This design comes from an exercise in tuning for small area, a short achievable clock period and few clock cycles on the open sky130 flow, not from production work.
At most, simulation tests tie the RTL to the original design; equivalence was not proved.

==> run a <==
Design complex_unit, start of the top module:
module complex_unit (
    input  logic          cpu_clk_i,
    input  logic          rst_i,
    input  logic          flush_i,
    input  logic          cu_valid_i,
    input  logic [2:0]    cu_opcode_i,
    input  logic [31:0]   cu_operand1_i,
    input  logic [31:0]   cu_operand2_i,
    output logic          busy_o,
    output logic [31:0]   result_o,
    output logic          wb_valid_o
);
export LEC_CHECK = 0
export CAP_MARGIN = 20
export CORE_MARGIN = 2
export CORE_UTILIZATION = 30
export SETUP_SLACK_MARGIN = 4
export SLEW_MARGIN = 20
create_clock -name core_clock -period 10.0 [get_ports {cpu_clk_i}]
run.sh (not shown) runs the stock make flow with config.mk's settings and CLKGATE_MAP_FILE= SYNTH_SCRIPT=/design/flow/synth_recipe.tcl, a recipe that flattens the netlist after the stock synthesis.
==> run b (differences from run a) <==
--- a/flow/design.v
+++ b/flow/design.v
@@ -80,19 +80,12 @@
     assign w_na     = w_na_f[32:0];
     assign w_nb     = w_nb_f[32:0];
     assign w_abs_a  = w_a_neg ? w_na[31:0] : cu_operand1_i;
     assign w_abs_b  = w_b_neg ? w_nb[31:0] : cu_operand2_i;
     assign w_swap   = bytelen(cu_operand1_i, w_sa) < bytelen(cu_operand2_i, w_sb);
     assign w_mx     = w_swap ? (w_a_neg ? w_nb : w_b_ext) : (w_b_neg ? w_na : w_a_ext);
-    function automatic logic [3:0] nlen(input logic [31:0] v);
-        nlen = 4'd0;
-        for (int i = 0; i < 8; i++)
-            if (v[4*i +: 4] != 4'd0) nlen = 4'(i + 1);
-    endfunction
-    logic w_q0;
-    assign w_q0 = nlen(w_abs_a) < nlen(w_abs_b);
     logic [40:0] w_prod;
     mul_step u_mul (.p(r_p), .x(r_x), .d(r_q[7:0]), .s(w_prod));
     logic w_mul_last;
     always_comb begin
         case (r_cnt[1:0])
             2'd0:    w_mul_last = (r_q[31:8] == 24'd0);
@@ -105,26 +98,36 @@
     logic        w_x_zero, w_small;
     assign w_lp     = bitlen(r_p[31:0]);
     assign w_lx     = bitlen(r_x[31:0]);
     assign w_j      = w_lp - w_lx;
     assign w_x_zero = (r_x[31:0] == 32'd0);
     assign w_small  = (w_lp < w_lx);
-    logic [64:0] w_t1f, w_t2f;
-    logic [31:0] w_r1, w_r2;
-    logic        w_q1, w_q2;
-    assign w_t1f = bk_add({32'd0, r_p[31:0]}, {31'd0, ~r_x}, 1'b1, 33);
-    assign w_q1  = w_t1f[33];
-    assign w_r1  = w_q1 ? w_t1f[31:0] : r_p[31:0];
-    assign w_t2f = bk_add({32'd0, w_r1}, {32'd0, ~r_x[32:1]}, 1'b1, 32);
-    assign w_q2  = w_t2f[32];
-    assign w_r2  = w_q2 ? w_t2f[31:0] : w_r1;
+    logic [34:0] w_ta, w_tb, w_tc;
+    logic        w_a_ok, w_b_ok, w_c_ok, w_q1, w_q2;
+    logic [31:0] w_r2;
+    assign w_ta   = {3'b0, r_p[31:0]} - {2'b0, r_x};
+    assign w_tb   = {3'b0, r_p[31:0]} - {3'b0, r_x[32:1]};
+    assign w_tc   = {3'b0, r_p[31:0]} - {2'b0, r_x} - {3'b0, r_x[32:1]};
+    assign w_a_ok = !w_ta[34];
+    assign w_b_ok = !w_tb[34];
+    assign w_c_ok = !w_tc[34];
+    assign w_q1   = w_a_ok;
+    assign w_q2   = w_a_ok ? w_c_ok : w_b_ok;
+    always_comb begin
+        case ({w_q1, w_q2})
+            2'b11:   w_r2 = w_tc[31:0];
+            2'b10:   w_r2 = w_ta[31:0];
+            2'b01:   w_r2 = w_tb[31:0];
+            default: w_r2 = r_p[31:0];
+        endcase
+    end
     always_ff @(posedge cpu_clk_i) begin
         if (rst_i || flush_i) begin
             r_state <= S_IDLE;
         end else if (w_accept) begin
-            r_state <= !w_is_div ? S_MUL : (w_q0 ? S_DONE : S_NORM);
+            r_state <= w_is_div ? S_NORM : S_MUL;
         end else begin
             case (r_state)
                 S_MUL:  if (w_mul_last) r_state <= S_DONE;
                 S_NORM: if (w_x_zero || w_small) r_state <= S_DONE;
                         else r_state <= S_DIV;
                 S_DIV:  if (r_cnt == 5'd0) r_state <= S_DONE;
Settings changed: CORE_UTILIZATION 30 to 50.
==> summary of the runs <==
Non-clock buffer count: run a is lower than run b (38).
Between run a and run b, the lower die area is in run b (gap 61%, measured against run b).
Count of clock-buffer cells in the layout is the same in run a and run b.
Of run b and run a, run b has the higher final area (gap about 2.7%, measured against run a).
In run a the via count is lower than in run b, by about 8%.
Register-to-register slack: run b is higher than run a (340 ps).
Against run b, the critical path depth of run a is higher by 10.
Against run b, the wire length of run a is lower by about 11%.
==> figures <==
| metric | run a | run b |
|---|---|---|
| Setup slack of the critical path after layout | 3674 ps | 3688 ps |
| Most common cell type on the critical path | sky130_fd_sc_hd__buf_12 | sky130_fd_sc_hd__or3_4 |
| GR met2 Demand/Resource | 0.3578 | 0.6438 |
| Count of placed standard cells in the final layout, fillers left out | 4,632 | 4,355 |
| Number of library cell types mapped by synthesis | 99 | 83 |
| Run status | finished clean | finished clean |
| Max Clk Rate | 158.1 MHz | 158.4 MHz |
| Met1 Routed Length | 44.59 mm | 45.65 mm |
| Final RePlAce weighted congestion | 0.9985 | 1.018 |
| Register-to-register setup slack | 3670 ps | 4010 ps |
| Maximum fanout count along the critical path | 7 | 4 |
| Total Wirelength | 109.1 mm | 122.9 mm |
| Final-layout clock-cell area share | 0.01006 | 0.009093 |
| Core occupancy in the finished layout | 0.3552 | 0.5907 |
Testbench counts of run b, summed over its fixed seeds: cycles 13,035.
The RTL of run a was laid out without a check of its function.

---

==> 01-09: inputs <==
complex_unit, a different RTL version from the one above (not shown whole).
==> flow/config.mk <==
export PLATFORM = sky130hd
export DESIGN_NAME = complex_unit
export DESIGN_NICKNAME = complex_unit
export VERILOG_FILES = /design/flow/design.v
export SDC_FILE = /design/flow/constraint.sdc
export NUM_CORES = 4
export LEC_CHECK = 0
export CAP_MARGIN = 20
export CORE_MARGIN = 2
export CORE_UTILIZATION = 50
export SLEW_MARGIN = 20
==> flow/constraint.sdc <==
create_clock -name core_clock -period 10.0 [get_ports {cpu_clk_i}]
set_input_delay 2.0000 -clock core_clock [delete_from_list [all_inputs] [get_ports {cpu_clk_i}]]
set_output_delay 2.0000 -clock core_clock [all_outputs]
set_load 0.01 [all_outputs]
==> 08-19 (differences from 01-09) <==
--- a/flow/design.v
+++ b/flow/design.v
@@ -8,23 +8,23 @@
     input  logic [31:0]   cu_operand2_i,
     output logic          busy_o,
     output logic [31:0]   result_o,
     output logic          wb_valid_o
 );
-    localparam logic [2:0] S_IDLE = 3'd0, S_MUL = 3'd1, S_NORM = 3'd2,
-                           S_DIV = 3'd3, S_DONE = 3'd4;
-    logic [2:0]  r_state;
+    localparam logic [1:0] S_IDLE = 2'd0, S_MUL = 2'd1, S_DIV = 2'd2, S_DONE = 2'd3;
+    logic [1:0]  r_state;
     logic [32:0] r_p;       
     logic [31:0] r_q;       
-    logic [32:0] r_x;       
+    logic [34:0] r_x;       
     logic [4:0]  r_cnt;     
     logic        r_div;     
     logic        r_hi;      
     logic        r_neg;     
-    function automatic logic [5:0] bitlen(input logic [31:0] v);
+    logic        r_rem;     
+    function automatic logic [5:0] bitlen(input logic [32:0] v);
         bitlen = 6'd0;
-        for (int i = 0; i < 32; i++)
+        for (int i = 0; i < 33; i++)
             if (v[i]) bitlen = 6'(i + 1);
     endfunction
     function automatic logic [64:0] bk_add(input logic [63:0] a, input logic [63:0] b,
                                            input logic cin, input int w);
         logic [64:0] g, p, gg, pp;
@@ -80,37 +80,39 @@
     assign w_nb     = w_nb_f[32:0];
     assign w_abs_a  = w_a_neg ? w_na[31:0] : cu_operand1_i;
     assign w_abs_b  = w_b_neg ? w_nb[31:0] : cu_operand2_i;
     assign w_swap   = bytelen(cu_operand1_i, w_sa) < bytelen(cu_operand2_i, w_sb);
     assign w_mx     = w_swap ? (w_a_neg ? w_nb : w_b_ext) : (w_b_neg ? w_na : w_a_ext);
+    logic [5:0]  w_lpe, w_lxe, w_j;
+    logic        w_small, w_b_zero;
+    logic [34:0] w_xal;
+    assign w_lpe    = bitlen(w_a_neg ? {~cu_operand1_i, 1'b1} : {1'b0, cu_operand1_i});
+    assign w_lxe    = bitlen({1'b0, w_b_neg ? ~cu_operand2_i : cu_operand2_i});
+    assign w_small  = (w_lpe < w_lxe);
+    assign w_j      = w_lpe - w_lxe;
+    assign w_b_zero = (cu_operand2_i == 32'd0);
+    assign w_xal    = {3'b0, w_abs_b} << (w_j | 6'd1);
     logic [40:0] w_prod;
-    mul_step u_mul (.p(r_p), .x(r_x), .d(r_q[7:0]), .s(w_prod));
+    mul_step u_mul (.p(r_p), .x(r_x[32:0]), .d(r_q[7:0]), .s(w_prod));
     logic w_mul_last;
     always_comb begin
         case (r_cnt[1:0])
             2'd0:    w_mul_last = (r_q[31:8] == 24'd0);
             2'd1:    w_mul_last = (r_q[23:8] == 16'd0);
             2'd2:    w_mul_last = (r_q[15:8] == 8'd0);
             default: w_mul_last = 1'b1;
         endcase
     end
-    logic [5:0]  w_lp, w_lx, w_j;
-    logic        w_x_zero, w_small;
-    assign w_lp     = bitlen(r_p[31:0]);
-    assign w_lx     = bitlen(r_x[31:0]);
-    assign w_j      = w_lp - w_lx;
-    assign w_x_zero = (r_x[31:0] == 32'd0);
-    assign w_small  = (w_lp < w_lx);
-    logic [34:0] w_ta, w_tb, w_tc;
+    logic [36:0] w_ta, w_tb, w_tc;
     logic        w_a_ok, w_b_ok, w_c_ok, w_q1, w_q2;
     logic [31:0] w_r2;
-    assign w_ta   = {3'b0, r_p[31:0]} - {2'b0, r_x};
-    assign w_tb   = {3'b0, r_p[31:0]} - {3'b0, r_x[32:1]};
-    assign w_tc   = {3'b0, r_p[31:0]} - {2'b0, r_x} - {3'b0, r_x[32:1]};
-    assign w_a_ok = !w_ta[34];
-    assign w_b_ok = !w_tb[34];
-    assign w_c_ok = !w_tc[34];
+    assign w_ta   = {5'b0, r_p[31:0]} - {2'b0, r_x};
+    assign w_tb   = {5'b0, r_p[31:0]} - {3'b0, r_x[34:1]};
+    assign w_tc   = {5'b0, r_p[31:0]} - {2'b0, r_x} - {3'b0, r_x[34:1]};
+    assign w_a_ok = !w_ta[36];
+    assign w_b_ok = !w_tb[36];
+    assign w_c_ok = !w_tc[36];
     assign w_q1   = w_a_ok;
     assign w_q2   = w_a_ok ? w_c_ok : w_b_ok;
     always_comb begin
         case ({w_q1, w_q2})
             2'b11:   w_r2 = w_tc[31:0];
@@ -121,49 +123,40 @@
     end
     always_ff @(posedge cpu_clk_i) begin
         if (rst_i || flush_i) begin
             r_state <= S_IDLE;
         end else if (w_accept) begin
-            r_state <= w_is_div ? S_NORM : S_MUL;
+            r_state <= !w_is_div ? S_MUL : ((w_b_zero || w_small) ? S_DONE : S_DIV);
         end else begin
             case (r_state)
                 S_MUL:  if (w_mul_last) r_state <= S_DONE;
-                S_NORM: if (w_x_zero || w_small) r_state <= S_DONE;
-                        else r_state <= S_DIV;
                 S_DIV:  if (r_cnt == 5'd0) r_state <= S_DONE;
                 default: r_state <= S_IDLE;
             endcase
         end
     end
     always_ff @(posedge cpu_clk_i) begin
         if (w_accept) begin
             r_p   <= w_is_div ? {1'b0, w_abs_a} : 33'd0;
-            r_x   <= w_is_div ? {1'b0, w_abs_b} : w_mx;
-            r_q   <= w_is_div ? 32'd0 : (w_swap ? w_abs_a : w_abs_b);
-            r_cnt <= 5'd0;
+            r_x   <= w_is_div ? w_xal : {{2{w_mx[32]}}, w_mx};
+            r_q   <= w_is_div ? {32{w_b_zero}} : (w_swap ? w_abs_a : w_abs_b);
+            r_cnt <= w_is_div ? w_j[5:1] : 5'd0;
             r_div <= w_is_div;
             r_hi  <= w_is_div ? cu_opcode_i[1] : (cu_opcode_i[1:0] != 2'b00);
-            r_neg <= cu_opcode_i[1] ? w_a_neg : (w_a_neg ^ w_b_neg);
+            r_neg <= cu_opcode_i[1] ? w_a_neg : (w_a_neg ^ w_b_neg) && !w_b_zero;
+            r_rem <= cu_opcode_i[1];
         end else begin
             case (r_state)
                 S_MUL: begin
                     r_p <= w_prod[40:8];
                     r_q <= {w_prod[7:0], r_q[31:8]};
                     if (!w_mul_last) r_cnt <= r_cnt + 5'd1;
                 end
-                S_NORM: begin
-                    r_x   <= r_x << (w_j[4:0] | 5'd1);
-                    r_cnt <= w_j[5:1];
-                    if (w_x_zero) begin
-                        r_q <= 32'hFFFF_FFFF;
-                        if (!r_hi) r_neg <= 1'b0;
-                    end
-                end
                 S_DIV: begin
                     r_p   <= {1'b0, w_r2};
                     r_q   <= {r_q[29:0], w_q1, w_q2};
-                    r_x   <= {2'b0, r_x[32:2]};
+                    r_x   <= {2'b0, r_x[34:2]};
                     r_cnt <= r_cnt - 5'd1;
                 end
                 default: ;
             endcase
         end
@@ -174,14 +167,20 @@
     logic [31:0] w_mres, w_dsel, w_dres;
     assign w_sh   = ~r_cnt[1:0];
     assign w_cat  = {{32{r_p[32]}}, r_p[31:0], r_q};
     assign w_win  = r_hi ? w_cat[95:32] : w_cat[63:0];
     assign w_mres = 32'(w_win >> {w_sh, 3'b000});
-    assign w_dsel = r_hi ? r_p[31:0] : r_q;
-    logic [64:0] w_dneg;
-    assign w_dneg = bk_add({32'd0, ~w_dsel}, 64'd0, 1'b1, 32);
-    assign w_dres = r_neg ? w_dneg[31:0] : w_dsel;
+    logic [31:0] w_po;
+    assign w_dsel = r_rem ? r_p[31:0] : r_q;
+    always_comb begin
+        w_po = {w_dsel[30:0], 1'b0};
+        for (int l = 0; l < 5; l++)
+            for (int i = 0; i < 32; i++)
+                if ((i >> l) & 1)
+                    w_po[i] = w_po[i] | w_po[((i >> l) << l) - 1];
+    end
+    assign w_dres = w_dsel ^ ({32{r_neg}} & w_po);
     assign busy_o     = w_busy;
     assign wb_valid_o = (r_state == S_DONE) && !flush_i && !rst_i;
     assign result_o   = r_div ? w_dres : w_mres;
 endmodule
 module mul_step (
--- a/flow/config.mk
+++ b/flow/config.mk
@@ -6,6 +6,7 @@
 export NUM_CORES = 4
 export LEC_CHECK = 0
 export CAP_MARGIN = 20
 export CORE_MARGIN = 2
 export CORE_UTILIZATION = 50
+export SETUP_SLACK_MARGIN = 4
 export SLEW_MARGIN = 20
==> 05-08 (differences from 01-09) <==
--- a/flow/design.v
+++ b/flow/design.v
@@ -18,10 +18,11 @@
     logic [32:0] r_x;       
     logic [4:0]  r_cnt;     
     logic        r_div;     
     logic        r_hi;      
     logic        r_neg;     
+    logic        r_rem;     
     function automatic logic [5:0] bitlen(input logic [31:0] v);
         bitlen = 6'd0;
         for (int i = 0; i < 32; i++)
             if (v[i]) bitlen = 6'(i + 1);
     endfunction
@@ -80,10 +81,17 @@
     assign w_nb     = w_nb_f[32:0];
     assign w_abs_a  = w_a_neg ? w_na[31:0] : cu_operand1_i;
     assign w_abs_b  = w_b_neg ? w_nb[31:0] : cu_operand2_i;
     assign w_swap   = bytelen(cu_operand1_i, w_sa) < bytelen(cu_operand2_i, w_sb);
     assign w_mx     = w_swap ? (w_a_neg ? w_nb : w_b_ext) : (w_b_neg ? w_na : w_a_ext);
+    function automatic logic [3:0] nlen(input logic [31:0] v);
+        nlen = 4'd0;
+        for (int i = 0; i < 8; i++)
+            if (v[4*i +: 4] != 4'd0) nlen = 4'(i + 1);
+    endfunction
+    logic w_q0;
+    assign w_q0 = nlen(w_abs_a) < nlen(w_abs_b);
     logic [40:0] w_prod;
     mul_step u_mul (.p(r_p), .x(r_x), .d(r_q[7:0]), .s(w_prod));
     logic w_mul_last;
     always_comb begin
         case (r_cnt[1:0])
@@ -98,34 +106,24 @@
     assign w_lp     = bitlen(r_p[31:0]);
     assign w_lx     = bitlen(r_x[31:0]);
     assign w_j      = w_lp - w_lx;
     assign w_x_zero = (r_x[31:0] == 32'd0);
     assign w_small  = (w_lp < w_lx);
-    logic [34:0] w_ta, w_tb, w_tc;
-    logic        w_a_ok, w_b_ok, w_c_ok, w_q1, w_q2;
-    logic [31:0] w_r2;
-    assign w_ta   = {3'b0, r_p[31:0]} - {2'b0, r_x};
-    assign w_tb   = {3'b0, r_p[31:0]} - {3'b0, r_x[32:1]};
-    assign w_tc   = {3'b0, r_p[31:0]} - {2'b0, r_x} - {3'b0, r_x[32:1]};
-    assign w_a_ok = !w_ta[34];
-    assign w_b_ok = !w_tb[34];
-    assign w_c_ok = !w_tc[34];
-    assign w_q1   = w_a_ok;
-    assign w_q2   = w_a_ok ? w_c_ok : w_b_ok;
-    always_comb begin
-        case ({w_q1, w_q2})
-            2'b11:   w_r2 = w_tc[31:0];
-            2'b10:   w_r2 = w_ta[31:0];
-            2'b01:   w_r2 = w_tb[31:0];
-            default: w_r2 = r_p[31:0];
-        endcase
-    end
+    logic [64:0] w_t1f, w_t2f;
+    logic [31:0] w_r1, w_r2;
+    logic        w_q1, w_q2;
+    assign w_t1f = bk_add({32'd0, r_p[31:0]}, {31'd0, ~r_x}, 1'b1, 33);
+    assign w_q1  = w_t1f[33];
+    assign w_r1  = w_q1 ? w_t1f[31:0] : r_p[31:0];
+    assign w_t2f = bk_add({32'd0, w_r1}, {32'd0, ~r_x[32:1]}, 1'b1, 32);
+    assign w_q2  = w_t2f[32];
+    assign w_r2  = w_q2 ? w_t2f[31:0] : w_r1;
     always_ff @(posedge cpu_clk_i) begin
         if (rst_i || flush_i) begin
             r_state <= S_IDLE;
         end else if (w_accept) begin
-            r_state <= w_is_div ? S_NORM : S_MUL;
+            r_state <= !w_is_div ? S_MUL : (w_q0 ? S_DONE : S_NORM);
         end else begin
             case (r_state)
                 S_MUL:  if (w_mul_last) r_state <= S_DONE;
                 S_NORM: if (w_x_zero || w_small) r_state <= S_DONE;
                         else r_state <= S_DIV;
@@ -141,10 +139,11 @@
             r_q   <= w_is_div ? 32'd0 : (w_swap ? w_abs_a : w_abs_b);
             r_cnt <= 5'd0;
             r_div <= w_is_div;
             r_hi  <= w_is_div ? cu_opcode_i[1] : (cu_opcode_i[1:0] != 2'b00);
             r_neg <= cu_opcode_i[1] ? w_a_neg : (w_a_neg ^ w_b_neg);
+            r_rem <= cu_opcode_i[1];
         end else begin
             case (r_state)
                 S_MUL: begin
                     r_p <= w_prod[40:8];
                     r_q <= {w_prod[7:0], r_q[31:8]};
@@ -153,11 +152,11 @@
                 S_NORM: begin
                     r_x   <= r_x << (w_j[4:0] | 5'd1);
                     r_cnt <= w_j[5:1];
                     if (w_x_zero) begin
                         r_q <= 32'hFFFF_FFFF;
-                        if (!r_hi) r_neg <= 1'b0;
+                        if (!r_rem) r_neg <= 1'b0;
                     end
                 end
                 S_DIV: begin
                     r_p   <= {1'b0, w_r2};
                     r_q   <= {r_q[29:0], w_q1, w_q2};
@@ -174,14 +173,20 @@
     logic [31:0] w_mres, w_dsel, w_dres;
     assign w_sh   = ~r_cnt[1:0];
     assign w_cat  = {{32{r_p[32]}}, r_p[31:0], r_q};
     assign w_win  = r_hi ? w_cat[95:32] : w_cat[63:0];
     assign w_mres = 32'(w_win >> {w_sh, 3'b000});
-    assign w_dsel = r_hi ? r_p[31:0] : r_q;
-    logic [64:0] w_dneg;
-    assign w_dneg = bk_add({32'd0, ~w_dsel}, 64'd0, 1'b1, 32);
-    assign w_dres = r_neg ? w_dneg[31:0] : w_dsel;
+    logic [31:0] w_po;
+    assign w_dsel = r_rem ? r_p[31:0] : r_q;
+    always_comb begin
+        w_po = {w_dsel[30:0], 1'b0};
+        for (int l = 0; l < 5; l++)
+            for (int i = 0; i < 32; i++)
+                if ((i >> l) & 1)
+                    w_po[i] = w_po[i] | w_po[((i >> l) << l) - 1];
+    end
+    assign w_dres = w_dsel ^ ({32{r_neg}} & w_po);
     assign busy_o     = w_busy;
     assign wb_valid_o = (r_state == S_DONE) && !flush_i && !rst_i;
     assign result_o   = r_div ? w_dres : w_mres;
 endmodule
 module mul_step (
@@ -1088,8 +1093,30 @@
     assign t448 = ((x[31] & d[7]) & ~(x[32] & d[6])) | (t372 & ((x[31] & d[7]) ^ ~(x[32] & d[6])));
     logic [40:0] ra, rb;
     assign ra = {1'b1, ~(x[32] & d[7]), t447, t445, t443, t441, t439, t437, t435, t433, t431, t429, t427, t425, t423, t421, t419, t417, t415, t413, t411, t409, t407, t405, t403, t401, t399, t397, t395, t393, t391, t389, t387, t385, t383, t381, t379, t377, t375, p[1], (x[0] & d[0])};
     assign rb = {1'b0, t448, t446, t444, t442, t440, t438, t436, t434, t432, t430, t428, t426, t424, t422, t420, t418, t416, t414, t412, t410, t408, t406, t404, t402, t400, t398, t396, t394, t392, t390, t388, t386, t384, t382, t380, t378, t376, t374, t373, p[0]};
     logic [41:0] sum;
-    assign sum = {1'b0, ra} + {1'b0, rb};
+    assign sum = bk_add41(ra, rb, 1'b0);
     assign s = sum[40:0];
+    function automatic logic [41:0] bk_add41(input logic [40:0] a, input logic [40:0] b,
+                                             input logic cin);
+        logic [41:0] g, p, gg, pp;
+        g[0] = cin; p[0] = 1'b0;
+        for (int i = 0; i < 41; i++) begin
+            g[i+1] = a[i] & b[i];
+            p[i+1] = a[i] ^ b[i];
+        end
+        gg = g; pp = p;
+        for (int d = 1; d <= 41; d = d * 2)
+            for (int i = 2*d - 1; i <= 41; i = i + 2*d) begin
+                gg[i] = gg[i] | (pp[i] & gg[i-d]);
+                pp[i] = pp[i] & pp[i-d];
+            end
+        for (int d = 64; d >= 1; d = d / 2)
+            for (int i = 3*d - 1; i <= 41; i = i + 2*d) begin
+                gg[i] = gg[i] | (pp[i] & gg[i-d]);
+                pp[i] = pp[i] & pp[i-d];
+            end
+        for (int i = 0; i < 41; i++) bk_add41[i] = p[i+1] ^ gg[i];
+        bk_add41[41] = gg[41];
+    endfunction
 endmodule
--- a/flow/config.mk
+++ b/flow/config.mk
@@ -5,7 +5,8 @@
 export SDC_FILE = /design/flow/constraint.sdc
 export NUM_CORES = 4
 export LEC_CHECK = 0
 export CAP_MARGIN = 20
 export CORE_MARGIN = 2
-export CORE_UTILIZATION = 50
+export CORE_UTILIZATION = 40
+export SETUP_SLACK_MARGIN = 3.25
 export SLEW_MARGIN = 20
==> notes <==
- The lowest setup slack belongs to 01-09, the highest to 08-19.
- Register-to-register slack: 01-09 < 05-08 < 08-19.
- The lowest hold slack belongs to 05-08, the highest to 08-19.
- Against 01-09, the final area of 05-08 is smaller by 2.3%.
- Sequential share of layout area: 05-08 > 01-09 > 08-19.
- Against 05-08, the synthesized area of 01-09 is larger by about 7.5%.
- Global-route usage: 05-08 < 01-09 < 08-19.
- First-iteration DRC count: 08-19 > 01-09 > 05-08.
Testbench counts of 01-09, summed over its fixed seeds: cycles 13,035.
Testbench counts of 05-08, summed over its fixed seeds: cycles 12,772.
For 08-19, only the layout was checked, not whether the RTL still works.

-- what the ideal ports hide --
How much do the figures lean on ideal ports? The routed layouts below were timed once more, with nothing changed but the port constraints.
Step 1: set_driving_cell puts a clkbuf_16 on cpu_clk_i and a buf_2 on each other input, an assumption about the parent block.
Step 2, shift: input delay + t, output delay - t, t = (earliest + latest rising clock arrival at the registers) / 2. This alone moves slack from input paths to output paths.
Slacks: ideal ports / drivers / drivers and shift; pairs: ideal ports / drivers.
run | shift t [ns] | setup WS [ns] | slew at the worst register clock pin (ns)
run a | 0.442 | 3.674 / 3.674 / 3.438 | 0.09 / 0.09
run b | 0.442 | 3.688 / 3.722 / 3.280 | 0.09 / 0.09
01-09 | 0.459 | 2.757 / 2.699 / 2.802 | 0.09 / 0.09
08-19 | 0.421 | 3.912 / 3.912 / 3.524 | 0.09 / 0.09
05-08 | 0.454 | 3.393 / 3.366 / 3.061 | 0.09 / 0.09
After both steps setup and hold are still met in every run listed. The setup slack of run b, which loses most, moves by +0.034 ns with the drivers and by -0.408 ns with both steps.
